Context: an optimization exercise on an open-source flow, tuned for small area, a short achievable clock period and few clock cycles per item. The choices shown serve that exercise and are no tape-out recipe. Where RTL was checked, it was by simulation tests only, not by an equivalence proof against the original. The RTL of runs 1, 4 and 5 was laid out without a check of its function.

$ cat design/flow/config.mk
export PLATFORM = sky130hd
export DESIGN_NAME = differential_temp_fan_stepper_core
export DESIGN_NICKNAME = differential_temp_fan_stepper_core
export VERILOG_FILES = /design/flow/design.v
export SDC_FILE = /design/flow/constraint.sdc
export NUM_CORES = 4
export LEC_CHECK = 0
export CAP_MARGIN = 20
export CORE_MARGIN = 2
export CORE_UTILIZATION = 40
export SLEW_MARGIN = 20
$ cat design/flow/constraint.sdc
create_clock -name core_clock -period 8.0 [get_ports {clk}]
set_input_delay 1.6000 -clock core_clock [delete_from_list [all_inputs] [get_ports {clk}]]
set_output_delay 1.6000 -clock core_clock [all_outputs]
set_load 0.01 [all_outputs]
$ cat design/flow/design.v
`default_nettype none
package dtfs_pkg;
    localparam int WINDOW = 10;
    localparam int RAW_W    = 16;
    localparam int SAMPLE_W = 15;
    localparam int THRESH_W = 12;
    localparam int LEVEL_W  = 3;
    localparam int HOLD_W   = 4;
    localparam int DIFF_W   = 16;    
    localparam int DSUM_W   = 20;    
    localparam logic [LEVEL_W-1:0] LVL_OFF   = 3'd0;
    localparam logic [LEVEL_W-1:0] LVL_ONE   = 3'd1;
    localparam logic [LEVEL_W-1:0] LVL_TWO   = 3'd2;
    localparam logic [LEVEL_W-1:0] LVL_THREE = 3'd3;
    localparam logic [LEVEL_W-1:0] LVL_FULL  = 3'd4;
    localparam logic [1:0] CAP_NONE = 2'b00;
    localparam logic [1:0] CAP_LOW  = 2'b01;
    localparam logic [1:0] CAP_HIGH = 2'b10;
    localparam logic [1:0] CAP_BOTH = 2'b11;
    localparam logic [THRESH_W-1:0] LEVEL1_RST = 12'd16;
    localparam logic [THRESH_W-1:0] LEVEL2_RST = 12'd32;
    localparam logic [THRESH_W-1:0] LEVEL3_RST = 12'd48;
    localparam logic [THRESH_W-1:0] LEVEL4_RST = 12'd64;
    function automatic logic [4:0] oh_mod5(input logic [3:0] n);
        logic [4:0] v;
        case (n)
            4'd0: v = 5'b00001;
            4'd1: v = 5'b00010;
            4'd2: v = 5'b00100;
            4'd3: v = 5'b01000;
            4'd4: v = 5'b10000;
            4'd5: v = 5'b00001;
            4'd6: v = 5'b00010;
            4'd7: v = 5'b00100;
            4'd8: v = 5'b01000;
            4'd9: v = 5'b10000;
            4'd10: v = 5'b00001;
            4'd11: v = 5'b00010;
            4'd12: v = 5'b00100;
            4'd13: v = 5'b01000;
            4'd14: v = 5'b10000;
            4'd15: v = 5'b00001;
            default: v = 5'b00001;
        endcase
        oh_mod5 = v;
    endfunction
    function automatic logic [4:0] oh_add5(input logic [4:0] r, input logic [4:0] m);
        logic [4:0] v;
        for (int k = 0; k < 5; k++)
        begin
            v[k] = 1'b0;
            for (int i = 0; i < 5; i++)
                v[k] = v[k] | (r[i] & m[(k + 5 - i) % 5]);
        end
        oh_add5 = v;
    endfunction
    function automatic logic [4:0] oh_neg5(input logic [4:0] m);
        oh_neg5 = {m[1], m[2], m[3], m[4], m[0]};
    endfunction
    function automatic logic [2:0] oh_enc5(input logic [4:0] m);
        oh_enc5 = {m[4], m[3] | m[2], m[3] | m[1]};
    endfunction
    function automatic logic [4:0] oh_dec5(input logic [2:0] b);
        oh_dec5 = {b == 3'd4, b == 3'd3, b == 3'd2, b == 3'd1, b == 3'd0};
    endfunction
    function automatic logic [4:0] oh_step(input logic [4:0] r, input logic z);
        logic [4:0] d;
        d = {r[2], r[4], r[1], r[3], r[0]};
        oh_step = z ? {d[3:0], d[4]} : d;
    endfunction
    function automatic logic q_step(input logic [4:0] r, input logic z);
        q_step = r[3] | r[4] | (r[2] & z);
    endfunction
    function automatic logic [3:0] div5_digit(input logic [4:0] r, input logic [3:0] n);
        logic [4:0] r2;
        logic [4:0] r1;
        logic [4:0] r0;
        r2 = oh_step(r, n[3]);
        r1 = oh_step(r2, n[2]);
        r0 = oh_step(r1, n[1]);
        div5_digit = {q_step(r, n[3]), q_step(r2, n[2]), q_step(r1, n[1]), q_step(r0, n[0])};
    endfunction
endpackage
`default_nettype wire
`default_nettype none
import dtfs_pkg::*;
module dtfs_datapath
(
    input  wire logic                   clk,
    input  wire logic                   rst_n,
    input  wire logic                   wr_en,
    input  wire logic [RAW_W-1:0]       sample_a,
    input  wire logic [RAW_W-1:0]       sample_b,
    output logic signed [DSUM_W-1:0]    e_d,
    output logic [3:0]                  e_rb
);
    localparam int ENT_W = DIFF_W + 4;      
    logic [SAMPLE_W-1:0]      clamp_a;
    logic [SAMPLE_W-1:0]      clamp_b;
    logic [DIFF_W-1:0]        in_d;
    logic [2:0]               in_mh;
    logic [2:0]               in_ml;
    logic [DIFF_W+6:0]        ent0_reg;
    logic [WINDOW-1:1][ENT_W-1:0] ent_reg;
    logic [3:0]               fill_reg;
    logic signed [DIFF_W-1:0] new_d;
    logic                     new_p;
    logic [4:0]               new_m;
    logic [ENT_W-1:0]         new_ent;
    logic [ENT_W-1:0]         old_ent;
    logic signed [DIFF_W-1:0] old_d;
    logic                     old_p;
    logic [4:0]               old_m;
    logic signed [DSUM_W-1:0] dsum_reg;
    logic                     rp_reg;
    logic [2:0]               rm_reg;
    logic                     w_p;
    logic [4:0]               w_m;
    assign clamp_a = sample_a[RAW_W-1] ? '0 : sample_a[SAMPLE_W-1:0];
    assign clamp_b = sample_b[RAW_W-1] ? '0 : sample_b[SAMPLE_W-1:0];
    assign in_d    = DIFF_W'(clamp_a) - DIFF_W'(clamp_b);
    assign in_mh   = dtfs_pkg::oh_enc5(oh_add5(dtfs_pkg::oh_mod5({1'b0, clamp_b[14:12]}), dtfs_pkg::oh_mod5(clamp_b[11:8])));
    assign in_ml   = dtfs_pkg::oh_enc5(oh_add5(dtfs_pkg::oh_mod5(clamp_b[7:4]), dtfs_pkg::oh_mod5(clamp_b[3:0])));
    always_ff @(posedge clk or negedge rst_n)
    begin
        if (!rst_n)
            ent0_reg <= '0;
        else if (wr_en)
            ent0_reg <= {in_d, clamp_b[0], in_mh, in_ml};
    end
    assign new_d   = ent0_reg[DIFF_W+6:7];
    assign new_p   = ent0_reg[6];
    assign new_m   = dtfs_pkg::oh_add5(oh_dec5(ent0_reg[5:3]), dtfs_pkg::oh_dec5(ent0_reg[2:0]));
    assign new_ent = {new_d, new_p, dtfs_pkg::oh_enc5(new_m)};
    always_ff @(posedge clk)
    begin
        if (wr_en)
            ent_reg <= {ent_reg[WINDOW-2:1], new_ent};
    end
    always_ff @(posedge clk or negedge rst_n)
    begin
        if (!rst_n)
            fill_reg <= '0;
        else if (wr_en && (fill_reg != 4'(WINDOW)))
            fill_reg <= fill_reg + 4'd1;
    end
    assign old_ent = (fill_reg == 4'(WINDOW)) ? ent_reg[WINDOW-1] : '0;
    assign old_d   = old_ent[ENT_W-1:4];
    assign old_p   = old_ent[3];
    assign old_m   = dtfs_pkg::oh_dec5(old_ent[2:0]);
    always_ff @(posedge clk or negedge rst_n)
    begin
        if (!rst_n)
        begin
            dsum_reg <= '0;
            rp_reg   <= 1'b0;
            rm_reg   <= '0;
        end
        else if (wr_en)
        begin
            dsum_reg <= dsum_reg + DSUM_W'(new_d) - DSUM_W'(old_d);
            rp_reg   <= rp_reg ^ new_p ^ old_p;
            rm_reg   <= dtfs_pkg::oh_enc5(oh_add5(dtfs_pkg::oh_add5(oh_dec5(rm_reg), new_m), dtfs_pkg::oh_neg5(old_m)));
        end
    end
    assign w_p  = rp_reg ^ new_p;
    assign w_m  = dtfs_pkg::oh_add5(oh_dec5(rm_reg), new_m);
    assign e_d  = dsum_reg + DSUM_W'(new_d);
    assign e_rb = 4'(dtfs_pkg::oh_enc5(w_m)) + (((w_m[1] | w_m[3]) != w_p) ? 4'd5 : 4'd0);
endmodule
`default_nettype wire
`default_nettype none
import dtfs_pkg::*;
module differential_temp_fan_stepper_core
(
    input  wire logic        clk,
    input  wire logic        rst_n,
    input  wire logic        sensor_valid,
    output logic             sensor_ready,
    input  wire logic [15:0] sensor_sample_a,
    input  wire logic [15:0] sensor_sample_b,
    output logic             status_valid,
    input  wire logic        status_ready,
    output logic [2:0]       status_fan_level,
    output logic             status_level_changed,
    output logic             status_compared,
    output logic [14:0]      status_average_difference,
    output logic             status_relay_low_cap,
    output logic             status_relay_high_cap,
    output logic             status_main_relay,
    input  wire logic        cfg_valid,
    output logic             cfg_ready,
    input  wire logic [3:0]  cfg_index,
    input  wire logic [15:0] cfg_data
);
    logic [THRESH_W-1:0] thr_reg [4];
    logic                in_fire;
    logic                adv;
    logic                rdy_reg;
    logic                pend_reg;      
    logic                skid_v_reg;
    logic signed [DSUM_W-1:0] skid_d_reg;
    logic [3:0]          skid_rb_reg;
    logic signed [DSUM_W-1:0] e_d;
    logic [3:0]          e_rb;
    logic                e_v_reg;
    logic signed [DSUM_W-1:0] e_d_reg;
    logic [3:0]          e_rb_reg;
    logic                e_neg;
    logic [DSUM_W-2:0]   y;
    logic [4:0]          m3;        
    logic [4:0]          m2;
    logic [4:0]          m1;
    logic [4:0]          m0;
    logic [4:0]          r3;        
    logic [4:0]          r2;
    logic [4:0]          r1;
    logic [4:0]          r0;
    logic [4:0]          rf;        
    logic [3:0]          y_rem;     
    logic [15:0]         quot;
    logic                inc;
    logic                q_v_reg;
    logic [SAMPLE_W-1:0] q_reg;
    logic                q_inc_reg;
    logic [SAMPLE_W-1:0] diff;
    logic [3:0]          gt;
    logic [LEVEL_W-1:0]  new_level;
    logic [1:0]          cap_next;
    logic [HOLD_W-1:0]   hold_step;
    logic                cmp;
    logic                chg;
    logic [HOLD_W-1:0]   hold_reg;
    logic [LEVEL_W-1:0]  level_reg;
    logic [1:0]          cap_reg;
    logic                main_reg;
    logic                out_valid_reg;
    logic                out_chg_reg;
    logic                out_cmp_reg;
    logic [SAMPLE_W-1:0] out_diff_reg;
    assign sensor_ready = rdy_reg;
    assign in_fire      = sensor_valid && rdy_reg;
    assign adv          = !out_valid_reg || status_ready;
    assign cfg_ready = 1'b1;
    always_ff @(posedge clk or negedge rst_n)
    begin
        if (!rst_n)
        begin
            thr_reg[0] <= LEVEL1_RST;
            thr_reg[1] <= LEVEL2_RST;
            thr_reg[2] <= LEVEL3_RST;
            thr_reg[3] <= LEVEL4_RST;
        end
        else if (cfg_valid && (cfg_index[3:2] == 2'b00))
            thr_reg[cfg_index[1:0]] <= cfg_data[THRESH_W-1:0];
    end
    dtfs_datapath u_datapath (
        .clk      (clk),
        .rst_n    (rst_n),
        .wr_en    (in_fire),
        .sample_a (sensor_sample_a),
        .sample_b (sensor_sample_b),
        .e_d      (e_d),
        .e_rb     (e_rb)
    );
    always_ff @(posedge clk or negedge rst_n)
    begin
        if (!rst_n)
        begin
            rdy_reg    <= 1'b1;
            pend_reg   <= 1'b0;
            skid_v_reg <= 1'b0;
            e_v_reg    <= 1'b0;
        end
        else if (adv)
        begin
            e_v_reg <= skid_v_reg || pend_reg;
            rdy_reg <= 1'b1;
            if (skid_v_reg)
                skid_v_reg <= 1'b0;
            else
                pend_reg <= in_fire;
        end
        else if (in_fire)
        begin
            pend_reg <= 1'b1;
            if (pend_reg)
            begin
                skid_v_reg <= 1'b1;
                rdy_reg    <= 1'b0;
            end
        end
    end
    always_ff @(posedge clk)
    begin
        if (!adv && in_fire && pend_reg)
        begin
            skid_d_reg  <= e_d;
            skid_rb_reg <= e_rb;
        end
        if (adv)
        begin
            e_d_reg  <= skid_v_reg ? skid_d_reg : e_d;
            e_rb_reg <= skid_v_reg ? skid_rb_reg : e_rb;
        end
    end
    assign e_neg = e_d_reg[DSUM_W-1];
    assign y     = e_d_reg[DSUM_W-2:0] ^ {(DSUM_W-1){e_neg}};
    assign m3 = dtfs_pkg::oh_mod5(y[16:13]);
    assign m2 = dtfs_pkg::oh_mod5(y[12:9]);
    assign m1 = dtfs_pkg::oh_mod5(y[8:5]);
    assign m0 = dtfs_pkg::oh_mod5(y[4:1]);
    assign r3 = dtfs_pkg::oh_mod5({2'b00, y[18:17]});
    assign r2 = dtfs_pkg::oh_add5(r3, m3);
    assign r1 = dtfs_pkg::oh_add5(r3, dtfs_pkg::oh_add5(m3, m2));
    assign r0 = dtfs_pkg::oh_add5(r2, dtfs_pkg::oh_add5(m2, m1));
    assign rf = dtfs_pkg::oh_add5(r1, dtfs_pkg::oh_add5(m1, m0));
    assign quot[15:12] = dtfs_pkg::div5_digit(r3, y[16:13]);
    assign quot[11:8]  = dtfs_pkg::div5_digit(r2, y[12:9]);
    assign quot[7:4]   = dtfs_pkg::div5_digit(r1, y[8:5]);
    assign quot[3:0]   = dtfs_pkg::div5_digit(r0, y[4:1]);
    assign y_rem = {dtfs_pkg::oh_enc5(rf), y[0]};
    assign inc = e_neg ? (e_rb_reg <= y_rem) : ((5'(y_rem) + 5'(e_rb_reg)) >= 5'd10);
    always_ff @(posedge clk or negedge rst_n)
    begin
        if (!rst_n)
            q_v_reg <= 1'b0;
        else if (adv)
            q_v_reg <= e_v_reg;
    end
    always_ff @(posedge clk)
    begin
        if (adv)
        begin
            q_reg     <= quot[SAMPLE_W-1:0];
            q_inc_reg <= inc;
        end
    end
    assign diff = q_reg + SAMPLE_W'(q_inc_reg);
    logic [16:0] gt_sum [4];
    always_comb
    begin
        for (int i = 0; i < 4; i++)
        begin
            gt_sum[i] = {2'b00, q_reg} + {1'b0, ~{4'b0000, thr_reg[i]}} + 17'(q_inc_reg);
            gt[i]     = gt_sum[i][16];
        end
    end
    always_comb
    begin
        if (gt[3])
            new_level = LVL_FULL;
        else if (gt[2])
            new_level = LVL_THREE;
        else if (gt[1])
            new_level = LVL_TWO;
        else if (gt[0])
            new_level = LVL_ONE;
        else
            new_level = LVL_OFF;
    end
    always_comb
    begin
        case (new_level)
            LVL_ONE:   cap_next = CAP_LOW;
            LVL_TWO:   cap_next = CAP_HIGH;
            LVL_THREE: cap_next = CAP_BOTH;
            LVL_FULL:  cap_next = CAP_NONE;
            default:   cap_next = cap_reg;
        endcase
    end
    assign hold_step = ((hold_reg == '0) || (hold_reg == HOLD_W'(WINDOW))) ? '0
                                                                         : (hold_reg + HOLD_W'(1));
    assign cmp = (hold_step == '0);
    assign chg = cmp && (new_level != level_reg);
    always_ff @(posedge clk or negedge rst_n)
    begin
        if (!rst_n)
        begin
            out_valid_reg <= 1'b0;
            hold_reg      <= HOLD_W'(1);
            level_reg     <= LVL_OFF;
            cap_reg       <= CAP_NONE;
            main_reg      <= 1'b0;
        end
        else if (adv)
        begin
            out_valid_reg <= q_v_reg;
            if (q_v_reg)
            begin
                hold_reg <= chg ? HOLD_W'(1) : hold_step;
                if (chg)
                begin
                    level_reg <= new_level;
                    cap_reg   <= cap_next;
                    main_reg  <= (new_level != LVL_OFF);
                end
            end
        end
    end
    always_ff @(posedge clk)
    begin
        if (adv)
        begin
            out_chg_reg  <= chg;
            out_cmp_reg  <= cmp;
            out_diff_reg <= cmp ? diff : '0;
        end
    end
    assign status_valid              = out_valid_reg;
    assign status_fan_level          = level_reg;
    assign status_level_changed      = out_chg_reg;
    assign status_compared           = out_cmp_reg;
    assign status_average_difference = out_diff_reg;
    assign status_relay_low_cap      = cap_reg[0];
    assign status_relay_high_cap     = cap_reg[1];
    assign status_main_relay         = main_reg;
endmodule
`default_nettype wire
$ cat design/flow/run.sh
#!/bin/bash
# synth_recipe.tcl (not shown) runs the flow's synth.tcl, then flattens the netlist and writes it again
# the make line also repeats each setting of config.mk as NAME=value (left out here)
make -C /OpenROAD-flow-scripts/flow DESIGN_CONFIG=/design/flow/config.mk WORK_HOME=/design/flow/orfs CLKGATE_MAP_FILE= SYNTH_SCRIPT=/design/flow/synth_recipe.tcl finish
==> results of run 1 <==
==> reports/qor.txt, run 1 <==
status = aborted with a tool error
Stopped at = 1_1_yosys_canonicalize
Yosys warning total = 0
Error = ERROR: Assert `wire != nullptr' failed in frontends/ast/simplify.cc:3997.
==> run 2: changes to the inputs <==
--- a/design/flow/design.v
+++ b/design/flow/design.v
@@ -121,4 +121,4 @@
     assign in_d    = DIFF_W'(clamp_a) - DIFF_W'(clamp_b);
-    assign in_mh   = dtfs_pkg::oh_enc5(oh_add5(dtfs_pkg::oh_mod5({1'b0, clamp_b[14:12]}), dtfs_pkg::oh_mod5(clamp_b[11:8])));
-    assign in_ml   = dtfs_pkg::oh_enc5(oh_add5(dtfs_pkg::oh_mod5(clamp_b[7:4]), dtfs_pkg::oh_mod5(clamp_b[3:0])));
+    assign in_mh   = dtfs_pkg::oh_enc5(dtfs_pkg::oh_add5(dtfs_pkg::oh_mod5({1'b0, clamp_b[14:12]}), dtfs_pkg::oh_mod5(clamp_b[11:8])));
+    assign in_ml   = dtfs_pkg::oh_enc5(dtfs_pkg::oh_add5(dtfs_pkg::oh_mod5(clamp_b[7:4]), dtfs_pkg::oh_mod5(clamp_b[3:0])));
     always_ff @(posedge clk or negedge rst_n)
@@ -132,3 +132,3 @@
     assign new_p   = ent0_reg[6];
-    assign new_m   = dtfs_pkg::oh_add5(oh_dec5(ent0_reg[5:3]), dtfs_pkg::oh_dec5(ent0_reg[2:0]));
+    assign new_m   = dtfs_pkg::oh_add5(dtfs_pkg::oh_dec5(ent0_reg[5:3]), dtfs_pkg::oh_dec5(ent0_reg[2:0]));
     assign new_ent = {new_d, new_p, dtfs_pkg::oh_enc5(new_m)};
@@ -162,3 +162,3 @@
             rp_reg   <= rp_reg ^ new_p ^ old_p;
-            rm_reg   <= dtfs_pkg::oh_enc5(oh_add5(dtfs_pkg::oh_add5(oh_dec5(rm_reg), new_m), dtfs_pkg::oh_neg5(old_m)));
+            rm_reg   <= dtfs_pkg::oh_enc5(dtfs_pkg::oh_add5(dtfs_pkg::oh_add5(dtfs_pkg::oh_dec5(rm_reg), new_m), dtfs_pkg::oh_neg5(old_m)));
         end
@@ -166,3 +166,3 @@
     assign w_p  = rp_reg ^ new_p;
-    assign w_m  = dtfs_pkg::oh_add5(oh_dec5(rm_reg), new_m);
+    assign w_m  = dtfs_pkg::oh_add5(dtfs_pkg::oh_dec5(rm_reg), new_m);
     assign e_d  = dsum_reg + DSUM_W'(new_d);
==> run 2 against run 1 <==
Against the previous run: the run now finishes clean.
==> reports/qor.txt, run 2 <==
Synth Area in Compound Gates = 0.1609
first-pass GRT wire length = 76710 um
CTS Buf Count = 42
Synth Area in Simple Gates = 0.1505
crit path from = e_d_reg[19]$_DFFE_PN_
share of cells above drive strength 1 = 0.09443
CTS root buf = clkbuf_16
largest family of logic cells by synthesized area = compound AO/OA/AOI/OAI gates
n_diodes = 0
EDFF count, synth = 261
# IOs = 83
post-route ant nets = 0
area leader, netlist = edfxtp_1
worst setup path endpoint = q_inc_reg$_DFFE_PN_
reg2reg setup slack = 2.48 ns
top cells by area, synth = edfxtp_1, dfrtp_1, ha_1
Net Count, Synth = 2209
cell count of the worst reg-to-reg path = 17
most frequent cells after synthesis = edfxtp_1, nand2_1, nor2_1
commonest non-fill, non-tap cells in the layout = edfxtp_1, nand2_1, nor2_1
skew final = 0.02092 ns
Synth cell types = 108
Port-buffer cells = 77
Crit path buffers/inverters = 3
Slew @ Worst Pin = 0.9193 ns
mux cell area share after synthesis = 0.04763
final setup vio count = 0
CTS H-tree lvls = 2
Synth Area in XOR/XNOR = 0.03492
Hold Path Class = flip-flop to flip-flop
Yosys warning total = 4 (was 0)
crit path capture type = flip-flop
maxcap violations = 0
synthesis-to-layout area growth = 12.85%
RSZ-0062 raised after global routing = no
post-synthesis adder-cell area fraction = 0.07333
WL/cell = 16.41 um
Async SR Flop Fraction = 0.3059
Final Max Slew Viols = 0
initial antenna violation count = 0
cell count after synthesis = 2028
top-count cell post-synth = edfxtp_1
cts hold-fix bufs = 0
CP max stage delay = 0.64 ns
CP max-delay cell = buf_4
Register Area = 0.01072 mm^2
vias in the first global route = 15082
Clock transition at path regs = 0.06 ns
routed vias = 15603
GR Util All Layers = 0.1660
sequential share of the synthesized area = 0.4972
GPL Wtd Cong = 0.8635
end of the worst register-to-register path = q_inc_reg$_DFFE_PN_
DR DRC count = 0
commonest non-fill, non-tap cell in the layout = edfxtp_1
CTS resizes = 0
Core Rows = 85
Fin Setup TNS = 0 ns
Critical Path RT = 8.25 ns
First-pass DRT Iterations = 5
area of the multi-input gates = 0.01010 mm^2
dpl cells = 2732
Die Area = 0.05579 mm^2
largest net degree at the start of global routing = 70
FMAX = 181.2 MHz
Crit path max-delay family = compound AO/OA/AOI/OAI gates
setup bufs post-CTS = 0
DR vias/cell = 5.545
detailed placement HPWL = 32140 um
Relative slew margins = 0.3871
Post-Syn Area per Cell = 10.63 um^2
synthesis-stage register bit count = 376
worst r2r src = e_d_reg[19]$_DFFE_PN_
CTS sink cnt = 376
core area = 0.05360 mm^2
crit-path max FO = 69
CTS tree = yes
Starting DRT DRC Count = 1268
Final Hold Viols = 0
number of fillers in the final layout = 4966
CTS max path bufs = 3
post-route insts no fill = 2814
die width = 236.2 um
Congestion Overflow GR = 0
Final nets = 2265
crit path DAT = 5.77 ns
critical-path cell list = buf_4 -> inv_2 -> mux2i_1 -> a222oi_1 -> clkbuf_2 -> o22ai_1 -> nor3_1 -> o22ai_1 -> nor2_1 -> o221ai_2 -> or4_1 -> ha_1 -> a21o_1 -> mux2i_1 -> o31a_1 -> nor4_1 -> a31oi_1
status = finished clean (was aborted with a tool error)
Worst-Skew Late Latency = 0.57 ns
max reg flops = 180
period utilisation layout = 0.6897
Primary FF master, synth = edfxtp_1
die extent in y = 236.2 um
Crit Path Class = flip-flop to flip-flop
WL final = 46170 um
starting density of the core = 0.4024
share of the synthesized area in the top cell type = 0.3634
CP startpoint kind = flip-flop
Mapped Area = 0.02157 mm^2
crit path time final = 5.518 ns
CP Depth = 17
run 2: per-stage QoR:
stage	hold slack, ns	worst slack (ns)	util	instance area (um^2)
2_1_floorplan	0.4003	0.2262	-	21570
3_3_place_gp	0.4007	2.154	0.4282	22950
3_5_place_dp	0.4045	2.137	0.4282	22950
4_1_cts	0.4085	2.270	0.4536	24310
5_1_grt	0.4191	2.053	0.4541	24340
6_report	0.4081	2.482	0.4541	24340
run 2: kinds of logic (layout without fill, tap and decap cells):
family | Yosys count | after routing
AO/OA/AOI/OAI | 512 | 512
XOR/XNOR | 80 | 80
adder cells (fa/ha/maj) | 124 | 124
buffers and inverters | 187 | 277
flip-flops | 376 | 376
multiplexers | 84 | 84
other | 1 | 1
AND/OR/NAND/NOR | 664 | 664
run 2: worst min-delay path by stage:
stage                                 startpoint                           endpoint  slack (ns)  cells after the start
2_1_floorplan   u_datapath.ent_reg[80]$_DFFE_PP_  u_datapath.ent_reg[100]$_DFFE_PP_        0.40                      0
3_3_place_gp   u_datapath.ent_reg[147]$_DFFE_PP_  u_datapath.ent_reg[167]$_DFFE_PP_        0.40                      0
3_5_place_dp    u_datapath.ent_reg[88]$_DFFE_PP_  u_datapath.ent_reg[108]$_DFFE_PP_        0.40                      0
4_1_cts         u_datapath.ent_reg[17]$_DFFE_PP_   u_datapath.ent_reg[37]$_DFFE_PP_        0.41                      0
5_1_grt         u_datapath.ent_reg[92]$_DFFE_PP_  u_datapath.ent_reg[112]$_DFFE_PP_        0.42                      0
6_report        u_datapath.ent_reg[17]$_DFFE_PP_   u_datapath.ent_reg[37]$_DFFE_PP_        0.41                      0
run 2: final cells by class:
cell class,instances,share of cell area
multi-input cells,1465,0.4149
clock buffers,59,0.04786
repair buffers,92,0.03604
inverters,107,0.01681
flip-flops and latches,376,0.4406
clock inverters,19,0.007968
well taps,696,0.03578
run 2: metal layers:
metal	part of all wire	routed length, um	vias to the layer above	track usage
met5	0	0	-	0
met4	0.024	1127	0	0.04987
met3	0.039	1786	76	0.02575
met2	0.47	21710	343	0.2761
met1	0.47	21540	7534	0.2241
li1	-	-	7650	-
Testbench counts of run 2, summed over its fixed seeds: cycles 16,032, items 16,000.
==> run 3: changes to the inputs <==
--- a/design/flow/config.mk
+++ b/design/flow/config.mk
@@ -7,2 +7,3 @@
 export LEC_CHECK = 0
+export ABC_CLOCK_PERIOD_IN_PS = 2500
 export CAP_MARGIN = 20
@@ -10,2 +11,3 @@
 export CORE_UTILIZATION = 40
+export SETUP_SLACK_MARGIN = 5
 export SLEW_MARGIN = 20
==> run 3 against run 2 <==
Against the previous run: still clean; via count increased by 8.8%; non-clock buffer count increased by 210; clock skew decreased by 0.010 ns; sequential cell count unchanged; hold slack improved by 0.0052 ns; final cell count increased by 7.6%; setup slack improved by 1.0 ns; synthesized cell count unchanged; core utilization increased by 7.2 points.
==> reports/qor.txt, run 3 <==
status = finished clean (unchanged)
routed vias = 16983 (was 15603)
top-count cell post-synth = edfxtp_1 (unchanged)
starting density of the core = 0.4024 (unchanged)
core area = 0.05360 mm^2 (unchanged)
Primary FF master, synth = edfxtp_1 (unchanged)
CP startpoint kind = flip-flop (unchanged)
# IOs = 83 (unchanged)
GPL Wtd Cong = 0.8574 (was 0.8635)
Relative slew margins = 0.3387 (was 0.3871)
CTS sink cnt = 376 (unchanged)
area of the multi-input gates = 0.01207 mm^2 (was 0.01010 mm^2)
Async SR Flop Fraction = 0.3059 (unchanged)
CTS tree = yes (unchanged)
Fin Setup TNS = 0 ns (unchanged)
Hold Path Class = flip-flop to flip-flop (unchanged)
most frequent cells after synthesis = edfxtp_1, nand2_1, nor2_1 (unchanged)
Die Area = 0.05579 mm^2 (unchanged)
synthesis-stage register bit count = 376 (unchanged)
die width = 236.2 um (unchanged)
max reg flops = 180 (unchanged)
skew final = 0.01081 ns (was 0.02092 ns)
Crit Path Class = flip-flop to flip-flop (unchanged)
synthesis-to-layout area growth = 30.75% (was 12.85%)
commonest non-fill, non-tap cells in the layout = edfxtp_1, nand2_1, buf_4 (was edfxtp_1, nand2_1, nor2_1)
DR DRC count = 0 (unchanged)
crit path DAT = 4.81 ns (was 5.77 ns)
number of fillers in the final layout = 4632 (was 4966)
crit-path max FO = 7 (was 69)
First-pass DRT Iterations = 7 (was 5)
post-route ant nets = 0 (unchanged)
Core Rows = 85 (unchanged)
share of the synthesized area in the top cell type = 0.3634 (unchanged)
Final Max Slew Viols = 0 (unchanged)
first-pass GRT wire length = 86550 um (was 76710 um)
period utilisation layout = 0.5645 (was 0.6897)
Clock transition at path regs = 0.06 ns (about the same)
Critical Path RT = 8.29 ns (was 8.25 ns)
dpl cells = 2732 (unchanged)
Synth cell types = 108 (unchanged)
RSZ-0062 raised after global routing = yes (was no)
Worst-Skew Late Latency = 0.56 ns (was 0.57 ns)
Net Count, Synth = 2209 (unchanged)
die extent in y = 236.2 um (unchanged)
WL final = 54970 um (was 46170 um)
CTS root buf = clkbuf_16 (unchanged)
Yosys warning total = 4 (unchanged)
CTS Buf Count = 42 (unchanged)
crit path capture type = flip-flop (unchanged)
reg2reg setup slack = 3.48 ns (was 2.48 ns)
sequential share of the synthesized area = 0.4972 (unchanged)
maxcap violations = 0 (unchanged)
area leader, netlist = edfxtp_1 (unchanged)
crit path time final = 4.516 ns (was 5.518 ns)
commonest non-fill, non-tap cell in the layout = edfxtp_1 (unchanged)
CTS H-tree lvls = 2 (unchanged)
cell count after synthesis = 2028 (unchanged)
EDFF count, synth = 261 (unchanged)
cts hold-fix bufs = 0 (unchanged)
DR vias/cell = 5.609 (was 5.545)
Final Hold Viols = 0 (unchanged)
WL/cell = 18.15 um (was 16.41 um)
largest net degree at the start of global routing = 72 (was 70)
Port-buffer cells = 77 (unchanged)
CTS max path bufs = 3 (unchanged)
Final nets = 2480 (was 2265)
initial antenna violation count = 0 (unchanged)
share of cells above drive strength 1 = 0.2929 (was 0.09443)
Register Area = 0.01074 mm^2 (was 0.01072 mm^2)
Mapped Area = 0.02157 mm^2 (unchanged)
n_diodes = 0 (unchanged)
post-route insts no fill = 3028 (was 2814)
Starting DRT DRC Count = 1388 (was 1268)
final setup vio count = 0 (unchanged)
top cells by area, synth = edfxtp_1, dfrtp_1, ha_1 (unchanged)
detailed placement HPWL = 33000 um (was 32140 um)
Congestion Overflow GR = 0 (unchanged)
FMAX = 221.4 MHz (was 181.2 MHz)
GR Util All Layers = 0.1901 (was 0.1660)
Post-Syn Area per Cell = 10.63 um^2 (unchanged)
vias in the first global route = 16863 (was 15082)
Slew @ Worst Pin = 0.9919 ns (was 0.9193 ns)
## run 3: cell counts after synthesis
No cell type changed its count.
## run 3: area by class of cell
class | count | share of cell area
multi-input combinational | 1469 | 0.4279
sequential | 376 | 0.3808
timing repair buffer | 302 | 0.09792
clock buffer | 62 | 0.04215
tap | 696 | 0.03088
inverter | 107 | 0.01553
clock inverter | 15 | 0.004481
timing repair inverter | 1 | 0.0003106
## run 3: path summary, 6_finish.rpt
check,from,end,cells past startpoint
worst max-delay path,e_d_reg[19]$_DFFE_PN_,q_inc_reg$_DFFE_PN_,21
worst min-delay path,u_datapath.ent_reg[103]$_DFFE_PP_,u_datapath.ent_reg[123]$_DFFE_PP_,0
worst max register to register,e_d_reg[19]$_DFFE_PN_,q_inc_reg$_DFFE_PN_,21
worst min register to register,u_datapath.ent_reg[103]$_DFFE_PP_,u_datapath.ent_reg[123]$_DFFE_PP_,0
max in group asynchronous,rst_n,u_datapath.ent0_reg[9]$_DFFE_PN0P_,2
min in group asynchronous,rst_n,thr_reg[3][3]$_DFFE_PN0P_,1
## run 3: logic make-up after synthesis
| group | after synthesis | share of synthesized area |
|---|---|---|
| simple gates | 664 | 0.1505 |
| compound gates | 512 | 0.1609 |
| flops | 376 | 0.4972 |
| buf+inv | 187 | 0.03533 |
| fa+ha+maj | 124 | 0.07333 |
| mux | 84 | 0.04763 |
| xor+xnor | 80 | 0.03493 |
| other cells | 1 | 0.0001739 |
## run 3: per-layer routing
metal	track usage	up-vias	routed length, um
met4	0.06272	0	1558
li1	-	8081	-
met5	0	-	0
met1	0.2390	8291	23780
met3	0.02879	121	2278
met2	0.3349	490	27350
## run 3: what timing repair did
item                       CTS  global route
setup endpoints to repair  239            82
cloned                       8             1
pin swaps                  153            99
gates resized for setup    335           137
setup buffers              151            59
## run 3: through the flow
stage / hold WS [ns] / area (um^2) / util / setup WS [ns]
2_1_floorplan: 0.4003 / 22010 / - / 3.789
3_3_place_gp: 0.4008 / 23300 / 0.4346 / 2.285
3_5_place_dp: 0.4045 / 23300 / 0.4347 / 2.246
4_1_cts: 0.4152 / 27090 / 0.5053 / 3.544
5_1_grt: 0.4146 / 28200 / 0.5261 / 3.306
6_report: 0.4133 / 28200 / 0.5261 / 3.484
## run 3: worst max-delay path, cell delays in order, from the launching register on
cell and delay [ns]:
edfxtp_1 0.43, buf_12 0.18, buf_16 0.14, or2b_4 0.25, nand2_4 0.06, a211oi_4 0.24, buf_6 0.18, o22ai_2 0.10
nor4_4 0.26, buf_4 0.19, nor2_4 0.06, mux2i_4 0.17, o22ai_1 0.11, nor2_1 0.13, o221ai_2 0.15, or4_4 0.54
ha_4 0.29, a21o_1 0.14, mux2i_1 0.09, o31a_1 0.25, nor4_2 0.22, a31oi_1 0.08
==> run 4: changes to the inputs <==
--- a/design/flow/design.v
+++ b/design/flow/design.v
@@ -93,4 +93,5 @@
     input  wire logic [RAW_W-1:0]       sample_b,
-    output logic signed [DSUM_W-1:0]    e_d,
-    output logic [3:0]                  e_rb
+    output logic                        w_neg,     
+    output logic [DSUM_W-2:0]           w_y,       
+    output logic                        w_lt       
 );
@@ -99,6 +100,3 @@
     logic [SAMPLE_W-1:0]      clamp_b;
-    logic [DIFF_W-1:0]        in_d;
-    logic [2:0]               in_mh;
-    logic [2:0]               in_ml;
-    logic [DIFF_W+6:0]        ent0_reg;
+    logic [DIFF_W+12:0]       ent0_reg;
     logic [WINDOW-1:1][ENT_W-1:0] ent_reg;
@@ -106,19 +104,30 @@
     logic signed [DIFF_W-1:0] new_d;
-    logic                     new_p;
-    logic [4:0]               new_m;
-    logic [ENT_W-1:0]         new_ent;
+    logic                     new_pb;
+    logic [4:0]               new_mb;
+    logic [4:0]               new_md;
     logic [ENT_W-1:0]         old_ent;
     logic signed [DIFF_W-1:0] old_d;
-    logic                     old_p;
-    logic [4:0]               old_m;
+    logic                     old_pb;
+    logic [4:0]               old_mb;
+    logic [4:0]               old_md;
     logic signed [DSUM_W-1:0] dsum_reg;
-    logic                     rp_reg;
-    logic [2:0]               rm_reg;
-    logic                     w_p;
-    logic [4:0]               w_m;
+    logic                     pb_reg;
+    logic [2:0]               mb_reg;
+    logic                     pd_reg;
+    logic [2:0]               md_reg;
+    logic signed [DSUM_W-1:0] w_d;
+    logic                     w_pb;
+    logic [4:0]               w_mb;
+    logic                     w_pa;
+    logic [4:0]               w_ma;
+    logic [3:0]               w_ra;
+    logic [3:0]               w_rb;
+    function automatic logic [2:0] byte_mod5(input logic [7:0] v);
+        byte_mod5 = dtfs_pkg::oh_enc5(dtfs_pkg::oh_add5(dtfs_pkg::oh_mod5(v[7:4]), dtfs_pkg::oh_mod5(v[3:0])));
+    endfunction
+    function automatic logic [3:0] crt10(input logic p, input logic [4:0] m);
+        crt10 = 4'(dtfs_pkg::oh_enc5(m)) + (((m[1] | m[3]) != p) ? 4'd5 : 4'd0);
+    endfunction
     assign clamp_a = sample_a[RAW_W-1] ? '0 : sample_a[SAMPLE_W-1:0];
     assign clamp_b = sample_b[RAW_W-1] ? '0 : sample_b[SAMPLE_W-1:0];
-    assign in_d    = DIFF_W'(clamp_a) - DIFF_W'(clamp_b);
-    assign in_mh   = dtfs_pkg::oh_enc5(dtfs_pkg::oh_add5(dtfs_pkg::oh_mod5({1'b0, clamp_b[14:12]}), dtfs_pkg::oh_mod5(clamp_b[11:8])));
-    assign in_ml   = dtfs_pkg::oh_enc5(dtfs_pkg::oh_add5(dtfs_pkg::oh_mod5(clamp_b[7:4]), dtfs_pkg::oh_mod5(clamp_b[3:0])));
     always_ff @(posedge clk or negedge rst_n)
@@ -128,8 +137,11 @@
         else if (wr_en)
-            ent0_reg <= {in_d, clamp_b[0], in_mh, in_ml};
+            ent0_reg <= {DIFF_W'(clamp_a) - DIFF_W'(clamp_b), clamp_b[0],
+                         byte_mod5({1'b0, clamp_a[14:8]}), byte_mod5(clamp_a[7:0]),
+                         byte_mod5({1'b0, clamp_b[14:8]}), byte_mod5(clamp_b[7:0])};
     end
-    assign new_d   = ent0_reg[DIFF_W+6:7];
-    assign new_p   = ent0_reg[6];
-    assign new_m   = dtfs_pkg::oh_add5(dtfs_pkg::oh_dec5(ent0_reg[5:3]), dtfs_pkg::oh_dec5(ent0_reg[2:0]));
-    assign new_ent = {new_d, new_p, dtfs_pkg::oh_enc5(new_m)};
+    assign new_d  = ent0_reg[DIFF_W+12:13];
+    assign new_pb = ent0_reg[12];
+    assign new_mb = dtfs_pkg::oh_add5(dtfs_pkg::oh_dec5(ent0_reg[5:3]), dtfs_pkg::oh_dec5(ent0_reg[2:0]));
+    assign new_md = dtfs_pkg::oh_add5(dtfs_pkg::oh_add5(dtfs_pkg::oh_dec5(ent0_reg[11:9]), dtfs_pkg::oh_dec5(ent0_reg[8:6])),
+                                      dtfs_pkg::oh_neg5(new_mb));
     always_ff @(posedge clk)
@@ -137,3 +149,3 @@
         if (wr_en)
-            ent_reg <= {ent_reg[WINDOW-2:1], new_ent};
+            ent_reg <= {ent_reg[WINDOW-2:1], new_d, new_pb, dtfs_pkg::oh_enc5(new_mb)};
     end
@@ -148,4 +160,8 @@
     assign old_d   = old_ent[ENT_W-1:4];
-    assign old_p   = old_ent[3];
-    assign old_m   = dtfs_pkg::oh_dec5(old_ent[2:0]);
+    assign old_pb  = old_ent[3];
+    assign old_mb  = dtfs_pkg::oh_dec5(old_ent[2:0]);
+    assign old_md  = dtfs_pkg::oh_add5(dtfs_pkg::oh_add5(dtfs_pkg::oh_mod5(old_d[15:12]), dtfs_pkg::oh_mod5(old_d[11:8])),
+                                       dtfs_pkg::oh_add5(dtfs_pkg::oh_mod5(old_d[7:4]),
+                                                         dtfs_pkg::oh_add5(dtfs_pkg::oh_mod5(old_d[3:0]),
+                                                                           old_d[15] ? 5'b10000 : 5'b00001)));
     always_ff @(posedge clk or negedge rst_n)
@@ -155,4 +171,6 @@
             dsum_reg <= '0;
-            rp_reg   <= 1'b0;
-            rm_reg   <= '0;
+            pb_reg   <= 1'b0;
+            mb_reg   <= '0;
+            pd_reg   <= 1'b0;
+            md_reg   <= '0;
         end
@@ -161,10 +179,20 @@
             dsum_reg <= dsum_reg + DSUM_W'(new_d) - DSUM_W'(old_d);
-            rp_reg   <= rp_reg ^ new_p ^ old_p;
-            rm_reg   <= dtfs_pkg::oh_enc5(dtfs_pkg::oh_add5(dtfs_pkg::oh_add5(dtfs_pkg::oh_dec5(rm_reg), new_m), dtfs_pkg::oh_neg5(old_m)));
+            pb_reg   <= pb_reg ^ new_pb ^ old_pb;
+            mb_reg   <= dtfs_pkg::oh_enc5(dtfs_pkg::oh_add5(dtfs_pkg::oh_add5(dtfs_pkg::oh_dec5(mb_reg), new_mb),
+                                                            dtfs_pkg::oh_neg5(old_mb)));
+            pd_reg   <= pd_reg ^ new_d[0] ^ old_d[0];
+            md_reg   <= dtfs_pkg::oh_enc5(dtfs_pkg::oh_add5(dtfs_pkg::oh_add5(dtfs_pkg::oh_dec5(md_reg), new_md),
+                                                            dtfs_pkg::oh_neg5(old_md)));
         end
     end
-    assign w_p  = rp_reg ^ new_p;
-    assign w_m  = dtfs_pkg::oh_add5(dtfs_pkg::oh_dec5(rm_reg), new_m);
-    assign e_d  = dsum_reg + DSUM_W'(new_d);
-    assign e_rb = 4'(dtfs_pkg::oh_enc5(w_m)) + (((w_m[1] | w_m[3]) != w_p) ? 4'd5 : 4'd0);
+    assign w_d   = dsum_reg + DSUM_W'(new_d);
+    assign w_neg = w_d[DSUM_W-1];
+    assign w_y   = w_d[DSUM_W-2:0] ^ {(DSUM_W-1){w_neg}};
+    assign w_pb  = pb_reg ^ new_pb;
+    assign w_mb  = dtfs_pkg::oh_add5(dtfs_pkg::oh_dec5(mb_reg), new_mb);
+    assign w_pa  = w_pb ^ pd_reg ^ new_d[0];
+    assign w_ma  = dtfs_pkg::oh_add5(w_mb, dtfs_pkg::oh_add5(dtfs_pkg::oh_dec5(md_reg), new_md));
+    assign w_ra  = crt10(w_pa, w_ma);
+    assign w_rb  = crt10(w_pb, w_mb);
+    assign w_lt  = (w_ra < w_rb);
 endmodule
@@ -201,10 +229,9 @@
     logic                skid_v_reg;
-    logic signed [DSUM_W-1:0] skid_d_reg;
-    logic [3:0]          skid_rb_reg;
-    logic signed [DSUM_W-1:0] e_d;
-    logic [3:0]          e_rb;
+    logic [DSUM_W:0]     skid_reg;      
+    logic                w_neg;
+    logic [DSUM_W-2:0]   w_y;
+    logic                w_lt;
     logic                e_v_reg;
-    logic signed [DSUM_W-1:0] e_d_reg;
-    logic [3:0]          e_rb_reg;
-    logic                e_neg;
+    logic [DSUM_W:0]     e_reg;
+    logic                e_inc;
     logic [DSUM_W-2:0]   y;
@@ -213,3 +240,2 @@
     logic [4:0]          m1;
-    logic [4:0]          m0;
     logic [4:0]          r3;        
@@ -218,6 +244,3 @@
     logic [4:0]          r0;
-    logic [4:0]          rf;        
-    logic [3:0]          y_rem;     
     logic [15:0]         quot;
-    logic                inc;
     logic                q_v_reg;
@@ -262,4 +285,5 @@
         .sample_b (sensor_sample_b),
-        .e_d      (e_d),
-        .e_rb     (e_rb)
+        .w_neg    (w_neg),
+        .w_y      (w_y),
+        .w_lt     (w_lt)
     );
@@ -296,14 +320,8 @@
         if (!adv && in_fire && pend_reg)
-        begin
-            skid_d_reg  <= e_d;
-            skid_rb_reg <= e_rb;
-        end
+            skid_reg <= {w_neg, w_y, w_lt};
         if (adv)
-        begin
-            e_d_reg  <= skid_v_reg ? skid_d_reg : e_d;
-            e_rb_reg <= skid_v_reg ? skid_rb_reg : e_rb;
-        end
+            e_reg <= skid_v_reg ? skid_reg : {w_neg, w_y, w_lt};
     end
-    assign e_neg = e_d_reg[DSUM_W-1];
-    assign y     = e_d_reg[DSUM_W-2:0] ^ {(DSUM_W-1){e_neg}};
+    assign y     = e_reg[DSUM_W-1:1];
+    assign e_inc = e_reg[DSUM_W] ^ e_reg[0];
     assign m3 = dtfs_pkg::oh_mod5(y[16:13]);
@@ -311,3 +329,2 @@
     assign m1 = dtfs_pkg::oh_mod5(y[8:5]);
-    assign m0 = dtfs_pkg::oh_mod5(y[4:1]);
     assign r3 = dtfs_pkg::oh_mod5({2'b00, y[18:17]});
@@ -316,3 +333,2 @@
     assign r0 = dtfs_pkg::oh_add5(r2, dtfs_pkg::oh_add5(m2, m1));
-    assign rf = dtfs_pkg::oh_add5(r1, dtfs_pkg::oh_add5(m1, m0));
     assign quot[15:12] = dtfs_pkg::div5_digit(r3, y[16:13]);
@@ -321,4 +337,2 @@
     assign quot[3:0]   = dtfs_pkg::div5_digit(r0, y[4:1]);
-    assign y_rem = {dtfs_pkg::oh_enc5(rf), y[0]};
-    assign inc = e_neg ? (e_rb_reg <= y_rem) : ((5'(y_rem) + 5'(e_rb_reg)) >= 5'd10);
     always_ff @(posedge clk or negedge rst_n)
@@ -335,3 +349,3 @@
             q_reg     <= quot[SAMPLE_W-1:0];
-            q_inc_reg <= inc;
+            q_inc_reg <= e_inc;
         end
--- a/design/flow/config.mk
+++ b/design/flow/config.mk
@@ -7,3 +7,2 @@
 export LEC_CHECK = 0
-export ABC_CLOCK_PERIOD_IN_PS = 2500
 export CAP_MARGIN = 20
==> run 4 against run 3 <==
Against the previous run: hold slack improved by 0.0023 ns; clock-buffer cell count increased by 1.
==> reports/qor.txt, run 4 <==
status = finished clean (unchanged)
core area = 0.05759 mm^2 (was 0.05360 mm^2)
First-pass DRT Iterations = 7 (unchanged)
Worst-Skew Late Latency = 0.60 ns (was 0.56 ns)
number of fillers in the final layout = 4898 (was 4632)
EDFF count, synth = 253 (was 261)
crit-path max FO = 14 (was 7)
max reg flops = 180 (unchanged)
Die Area = 0.06009 mm^2 (was 0.05579 mm^2)
Fin Setup TNS = 0 ns (unchanged)
CP startpoint kind = flip-flop (unchanged)
area leader, netlist = edfxtp_1 (unchanged)
Critical Path RT = 8.30 ns (was 8.29 ns)
Synth cell types = 94 (was 108)
DR DRC count = 0 (unchanged)
area of the multi-input gates = 0.01332 mm^2 (was 0.01207 mm^2)
CTS Buf Count = 46 (was 42)
share of the synthesized area in the top cell type = 0.3267 (was 0.3634)
CTS sink cnt = 393 (was 376)
commonest non-fill, non-tap cells in the layout = edfxtp_1, nand2_1, buf_4 (unchanged)
Port-buffer cells = 77 (unchanged)
CTS H-tree lvls = 2 (unchanged)
Clock transition at path regs = 0.06 ns (about the same)
GPL Wtd Cong = 0.8919 (was 0.8574)
Slew @ Worst Pin = 1.108 ns (was 0.9919 ns)
top cells by area, synth = edfxtp_1, dfrtp_1, ha_1 (unchanged)
commonest non-fill, non-tap cell in the layout = edfxtp_1 (unchanged)
Primary FF master, synth = edfxtp_1 (unchanged)
cell count after synthesis = 2296 (was 2028)
synthesis-to-layout area growth = 30.34% (was 30.75%)
Final Max Slew Viols = 0 (unchanged)
Starting DRT DRC Count = 1886 (was 1388)
Post-Syn Area per Cell = 10.13 um^2 (was 10.63 um^2)
post-route ant nets = 0 (unchanged)
Relative slew margins = 0.2580 (was 0.3387)
synthesis-stage register bit count = 393 (was 376)
vias in the first global route = 18159 (was 16863)
WL/cell = 17.48 um (was 18.15 um)
Register Area = 0.01105 mm^2 (was 0.01074 mm^2)
share of cells above drive strength 1 = 0.2844 (was 0.2929)
detailed placement HPWL = 36670 um (was 33000 um)
Hold Path Class = flip-flop to flip-flop (unchanged)
crit path time final = 4.841 ns (was 4.516 ns)
Final nets = 2748 (was 2480)
Final Hold Viols = 0 (unchanged)
post-route insts no fill = 3374 (was 3028)
CTS root buf = clkbuf_16 (unchanged)
Net Count, Synth = 2473 (was 2209)
RSZ-0062 raised after global routing = yes (unchanged)
final setup vio count = 0 (unchanged)
period utilisation layout = 0.6051 (was 0.5645)
crit path capture type = flip-flop (unchanged)
n_diodes = 0 (unchanged)
GR Util All Layers = 0.1882 (was 0.1901)
maxcap violations = 0 (unchanged)
Async SR Flop Fraction = 0.3181 (was 0.3059)
die extent in y = 245.1 um (was 236.2 um)
Yosys warning total = 4 (unchanged)
dpl cells = 3048 (was 2732)
die width = 245.1 um (was 236.2 um)
initial antenna violation count = 0 (unchanged)
CTS max path bufs = 3 (unchanged)
CTS tree = yes (unchanged)
sequential share of the synthesized area = 0.4744 (was 0.4972)
FMAX = 206.6 MHz (was 221.4 MHz)
DR vias/cell = 5.590 (was 5.609)
Mapped Area = 0.02326 mm^2 (was 0.02157 mm^2)
routed vias = 18860 (was 16983)
top-count cell post-synth = nand2_1 (was edfxtp_1)
largest net degree at the start of global routing = 88 (was 72)
crit path DAT = 5.14 ns (was 4.81 ns)
Congestion Overflow GR = 0 (unchanged)
skew final = 0.05569 ns (was 0.01081 ns)
Core Rows = 88 (was 85)
first-pass GRT wire length = 93170 um (was 86550 um)
starting density of the core = 0.4039 (was 0.4024)
most frequent cells after synthesis = nand2_1, edfxtp_1, nor2_1 (was edfxtp_1, nand2_1, nor2_1)
Crit Path Class = flip-flop to flip-flop (unchanged)
WL final = 58980 um (was 54970 um)
# IOs = 83 (unchanged)
-- run 4: layout make-up --
cell class                 count  share of cell area
sequential                   393              0.3645
inverter                     127             0.01705
clock inverter                23            0.008214
timing repair inverter         2           0.0004540
clock buffer                  63             0.04350
timing repair buffer         326             0.09543
tap                          765             0.03158
multi-input combinational   1675              0.4393
-- run 4: final timing paths --
| path | start | slack (ns) | depth (start not counted) | to |
|---|---|---|---|---|
| max | u_datapath.ent0_reg[10]$_DFFE_PN0P_ | 3.16 | 23 | skid_reg[0]$_DFFE_PP_ |
| min | u_datapath.ent_reg[79]$_DFFE_PP_ | 0.42 | 0 | u_datapath.ent_reg[99]$_DFFE_PP_ |
| max reg2reg | u_datapath.ent0_reg[10]$_DFFE_PN0P_ | 3.16 | 23 | skid_reg[0]$_DFFE_PP_ |
| min reg2reg | u_datapath.ent_reg[79]$_DFFE_PP_ | 0.42 | 0 | u_datapath.ent_reg[99]$_DFFE_PP_ |
| max in group asynchronous | rst_n | 5.54 | 2 | u_datapath.ent0_reg[14]$_DFFE_PN0P_ |
| min in group asynchronous | rst_n | 1.05 | 1 | u_datapath.mb_reg[0]$_DFFE_PN0P_ |
-- run 4: cells by family after synthesis --
family | Yosys count | share of synthesized area
AND/OR/NAND/NOR | 749 | 0.1543
AO/OA/AOI/OAI | 617 | 0.1807
flip-flops | 393 | 0.4744
buffers and inverters | 229 | 0.03852
adder cells (fa/ha/maj) | 120 | 0.06553
XOR/XNOR | 98 | 0.04368
multiplexers | 89 | 0.04261
other | 1 | 0.0001612
-- run 4: what timing repair did --
action                                  CTS  global route
pin swaps                               140           131
endpoints found under the setup margin  314           155
resized for setup                       319           185
hold buffers                              0             0
setup buffers                           172            62
cloned                                    4             2
-- run 4: critical path, cell delays in order, from the launching register on --
cell	delay (ns)
dfrtp_2	0.50
or4b_2	0.78
nor2_1	0.19
a311oi_2	0.06
buf_4	0.17
buf_4	0.13
o22ai_2	0.13
nor3_4	0.08
buf_4	0.14
nor2_1	0.17
nor3_2	0.10
buf_4	0.16
o2bb2a_4	0.20
o211a_1	0.13
o2111ai_2	0.11
ha_1	0.29
inv_2	0.09
ha_4	0.21
xor2_1	0.14
ha_1	0.29
o21ai_2	0.07
buf_4	0.14
o31ai_2	0.17
a21oi_1	0.11
-- run 4: routing by layer --
layer,GRT usage,up-vias,wire [um],share of wire
met2,0.3236,534,29140,0.49
met3,0.02569,98,2795,0.047
met5,0,-,0,0
met4,0.05452,0,1209,0.020
met1,0.2469,9173,25840,0.44
li1,-,9055,-,-
-- run 4: through the flow --
step                instance area, um^2  utilization  setup slack (ns)  hold WS [ns]
finish                            30310       0.5264             3.159        0.4156
floorplan                         23870            -             3.331        0.4003
CTS                               29070       0.5047             3.163        0.4150
global placement                  25110       0.4360             2.499        0.4002
global route                      30310       0.5264             2.972        0.4169
detailed placement                25110       0.4360             2.437        0.4045
==> run 5: changes to the inputs <==
--- a/design/flow/config.mk
+++ b/design/flow/config.mk
@@ -7,2 +7,3 @@
 export LEC_CHECK = 0
+export ABC_CLOCK_PERIOD_IN_PS = 2500
 export CAP_MARGIN = 20
==> run 5 against run 4 <==
Against the previous run: sequential share of layout area unchanged; clock skew unchanged; final cell count stayed put; maximum frequency did not move; critical endpoint unchanged.
==> reports/qor.txt, run 5 <==
vias in the first global route = 18159 (unchanged)
DR DRC count = 0 (unchanged)
detailed placement HPWL = 36670 um (unchanged)
Post-Syn Area per Cell = 10.13 um^2 (unchanged)
skew final = 0.05569 ns (unchanged)
crit path capture type = flip-flop (unchanged)
First-pass DRT Iterations = 7 (unchanged)
worst hold stages = 0 (unchanged)
first-pass GRT wire length = 93170 um (unchanged)
post-route ant nets = 0 (unchanged)
RSZ-0062 raised after global routing = yes (unchanged)
Hold Path Class = flip-flop to flip-flop (unchanged)
post-synthesis adder-cell area fraction = 0.06553 (unchanged)
die extent in y = 245.1 um (unchanged)
cell count after synthesis = 2296 (unchanged)
Relative slew margins = 0.2580 (unchanged)
CP startpoint kind = flip-flop (unchanged)
period utilisation layout = 0.6051 (unchanged)
maxcap violations = 0 (unchanged)
Synth Area in XOR/XNOR = 0.04368 (unchanged)
cell count of the worst reg-to-reg path = 23 (unchanged)
WL final = 58980 um (unchanged)
Starting DRT DRC Count = 1886 (unchanged)
max reg flops = 180 (unchanged)
WL/cell = 17.48 um (unchanged)
hold wc startpoint = u_datapath.ent_reg[79]$_DFFE_PP_ (unchanged)
share of the synthesized area in the top cell type = 0.3267 (unchanged)
routed vias = 18860 (unchanged)
commonest non-fill, non-tap cell in the layout = edfxtp_1 (unchanged)
crit path time final = 4.841 ns (unchanged)
synthesis-to-layout area growth = 30.34% (unchanged)
EDFF count, synth = 253 (unchanged)
reg2reg setup slack = 3.16 ns (about the same)
initial antenna violation count = 0 (unchanged)
share of cells above drive strength 1 = 0.2844 (unchanged)
Die Area = 0.06009 mm^2 (unchanged)
GR Util All Layers = 0.1882 (unchanged)
Yosys warning total = 4 (unchanged)
setup ws final = 3.159 ns (unchanged)
most frequent cells after synthesis = nand2_1, edfxtp_1, nor2_1 (unchanged)
largest net degree at the start of global routing = 88 (unchanged)
CTS max path bufs = 3 (unchanged)
Primary FF master, synth = edfxtp_1 (unchanged)
DP Worst Slack = 2.437 ns (unchanged)
Slew @ Worst Pin = 1.108 ns (unchanged)
Net Count, Synth = 2473 (unchanged)
n_diodes = 0 (unchanged)
starting density of the core = 0.4039 (unchanged)
worst r2r src = u_datapath.ent0_reg[10]$_DFFE_PN0P_ (unchanged)
die width = 245.1 um (unchanged)
status = finished clean (unchanged)
CTS H-tree lvls = 2 (unchanged)
end of the worst register-to-register path = skid_reg[0]$_DFFE_PP_ (unchanged)
CTS sink cnt = 393 (unchanged)
crit-path max FO = 14 (unchanged)
Synth Area in Simple Gates = 0.1543 (unchanged)
Port-buffer cells = 77 (unchanged)
Synth Area in Compound Gates = 0.1807 (unchanged)
Final nets = 2748 (unchanged)
area leader, netlist = edfxtp_1 (unchanged)
Clock transition at path regs = 0.06 ns (about the same)
CTS Buf Count = 46 (unchanged)
Final Hold Viols = 0 (unchanged)
Congestion Overflow GR = 0 (unchanged)
Async SR Flop Fraction = 0.3181 (unchanged)
hold endpoint = u_datapath.ent_reg[99]$_DFFE_PP_ (unchanged)
Fin Setup TNS = 0 ns (unchanged)
core area = 0.05759 mm^2 (unchanged)
top-count cell post-synth = nand2_1 (unchanged)
commonest non-fill, non-tap cells in the layout = edfxtp_1, nand2_1, buf_4 (unchanged)
GPL Wtd Cong = 0.8919 (unchanged)
top cells by area, synth = edfxtp_1, dfrtp_1, ha_1 (unchanged)
crit path DAT = 5.14 ns (about the same)
Mapped Area = 0.02326 mm^2 (unchanged)
CTS root buf = clkbuf_16 (unchanged)
final setup vio count = 0 (unchanged)
# IOs = 83 (unchanged)
sequential share of the synthesized area = 0.4744 (unchanged)
FMAX = 206.6 MHz (unchanged)
Crit Path Class = flip-flop to flip-flop (unchanged)
Final Max Slew Viols = 0 (unchanged)
Critical Path RT = 8.30 ns (about the same)
Core Rows = 88 (unchanged)
synthesis-stage register bit count = 393 (unchanged)
mux cell area share after synthesis = 0.04261 (unchanged)
Synth cell types = 94 (unchanged)
largest family of logic cells by synthesized area = compound AO/OA/AOI/OAI gates (unchanged)
Worst-Skew Late Latency = 0.60 ns (about the same)
CTS tree = yes (unchanged)
DR vias/cell = 5.590 (unchanged)
run 5: cell counts after synthesis:
Identical to the previous run, type by type.
run 5: critical path, stage by stage (launching register included):
cell and delay [ns]:
dfrtp_2 0.50, or4b_2 0.78, nor2_1 0.19, a311oi_2 0.06, buf_4 0.17, buf_4 0.13, o22ai_2 0.13, nor3_4 0.08
buf_4 0.14, nor2_1 0.17, nor3_2 0.10, buf_4 0.16, o2bb2a_4 0.20, o211a_1 0.13, o2111ai_2 0.11, ha_1 0.29
inv_2 0.09, ha_4 0.21, xor2_1 0.14, ha_1 0.29, o21ai_2 0.07, buf_4 0.14, o31ai_2 0.17, a21oi_1 0.11
run 5: routing by layer:
metal / vias up / part of all wire / GRT usage
li1: 9055 / - / -
met1: 9173 / 0.44 / 0.2469
met2: 534 / 0.49 / 0.3236
met3: 98 / 0.047 / 0.02569
met4: 0 / 0.020 / 0.05452
met5: - / 0 / 0
run 5: worst max-delay path by stage:
stage	depth (start not counted)	startpoint	slack (ns)	endpoint
final	23	u_datapath.ent0_reg[10]$_DFFE_PN0P_	3.16	skid_reg[0]$_DFFE_PP_
after global routing	21	u_datapath.ent0_reg[10]$_DFFE_PN0P_	2.97	e_reg[0]$_DFFE_PN_
after CTS	16	u_datapath.ent0_reg[2]$_DFFE_PN0P_	3.16	e_reg[0]$_DFFE_PN_
after detailed placement	18	sensor_sample_b[15]	2.44	u_datapath.ent0_reg[27]$_DFFE_PN0P_
after global placement	18	sensor_sample_b[15]	2.50	u_datapath.ent0_reg[27]$_DFFE_PN0P_
after floorplan	19	u_datapath.ent0_reg[2]$_DFFE_PN0P_	3.33	e_reg[0]$_DFFE_PN_
run 5: area by class of cell:
class                      instances  area [um^2]
timing repair inverter             2        13.76
sequential                       393        11050
inverter                         127        516.7
clock inverter                    23        249.0
clock buffer                      63         1319
multi-input combinational       1675        13320
fill                            4898        27270
timing repair buffer             326         2893
tap                              765        957.2
run 5: kinds of logic after synthesis:
| family | count (synthesis) |
|---|---|
| mux | 89 |
| fa+ha+maj | 120 |
| compound gates | 617 |
| other cells | 1 |
| flops | 393 |
| xor+xnor | 98 |
| buf+inv | 229 |
| simple gates | 749 |
run 5: what timing repair did:
action,CTS,global route
resized for setup,319,185
hold buffers,0,0
gates cloned,4,2
setup buffers,172,62
endpoints found under the setup margin,314,155
pin swaps,140,131
run 5: metrics by stage:
stage               hold WS (ns)  instance area [um^2]  instances    util
finish                    0.4156                 30310       3374  0.5264
global route              0.4169                 30310       3374  0.5264
CTS                       0.4150                 29070       3310  0.5047
detailed placement        0.4045                 25110       3048  0.4360
floorplan                 0.4003                 23870       2296       -
global placement          0.4002                 25110       3048  0.4360

[static timing again, ports no longer ideal]
The results above use ideal ports. As a check the final layouts listed here were re-extracted and re-timed, cells and wires unchanged. Step 1: set_driving_cell puts a clkbuf_16 on clk and a buf_2 on each other input, an assumption about the parent block. Step 2 times the ports against the registers' clock, not the clock port: input delays grow and output delays shrink by t, the midpoint of the rising clock arrivals with the driver on. Three values: no drivers, after step 1, after step 2; two values: the first two.
| run | t, ns | slack for setup (ns) | worst setup path after step 2 | worst slew at a driven data input, ns |
|---|---|---|---|---|
| run 2 | 0.617 | 2.482 / 2.482 / 2.080 | input to register | 0.07 |
| run 3 | 0.611 | 3.484 / 3.484 / 3.484 | register to register | 0.09 |
| run 4 | 0.634 | 3.159 / 3.159 / 3.159 | register to register | 0.07 |
| run 5 | 0.634 | 3.159 / 3.159 / 3.159 | register to register | 0.07 |
After both steps setup and hold are still met in every run listed. The setup slack of run 2, which loses most, moves by 0.000 ns with the drivers and by -0.402 ns with both steps.
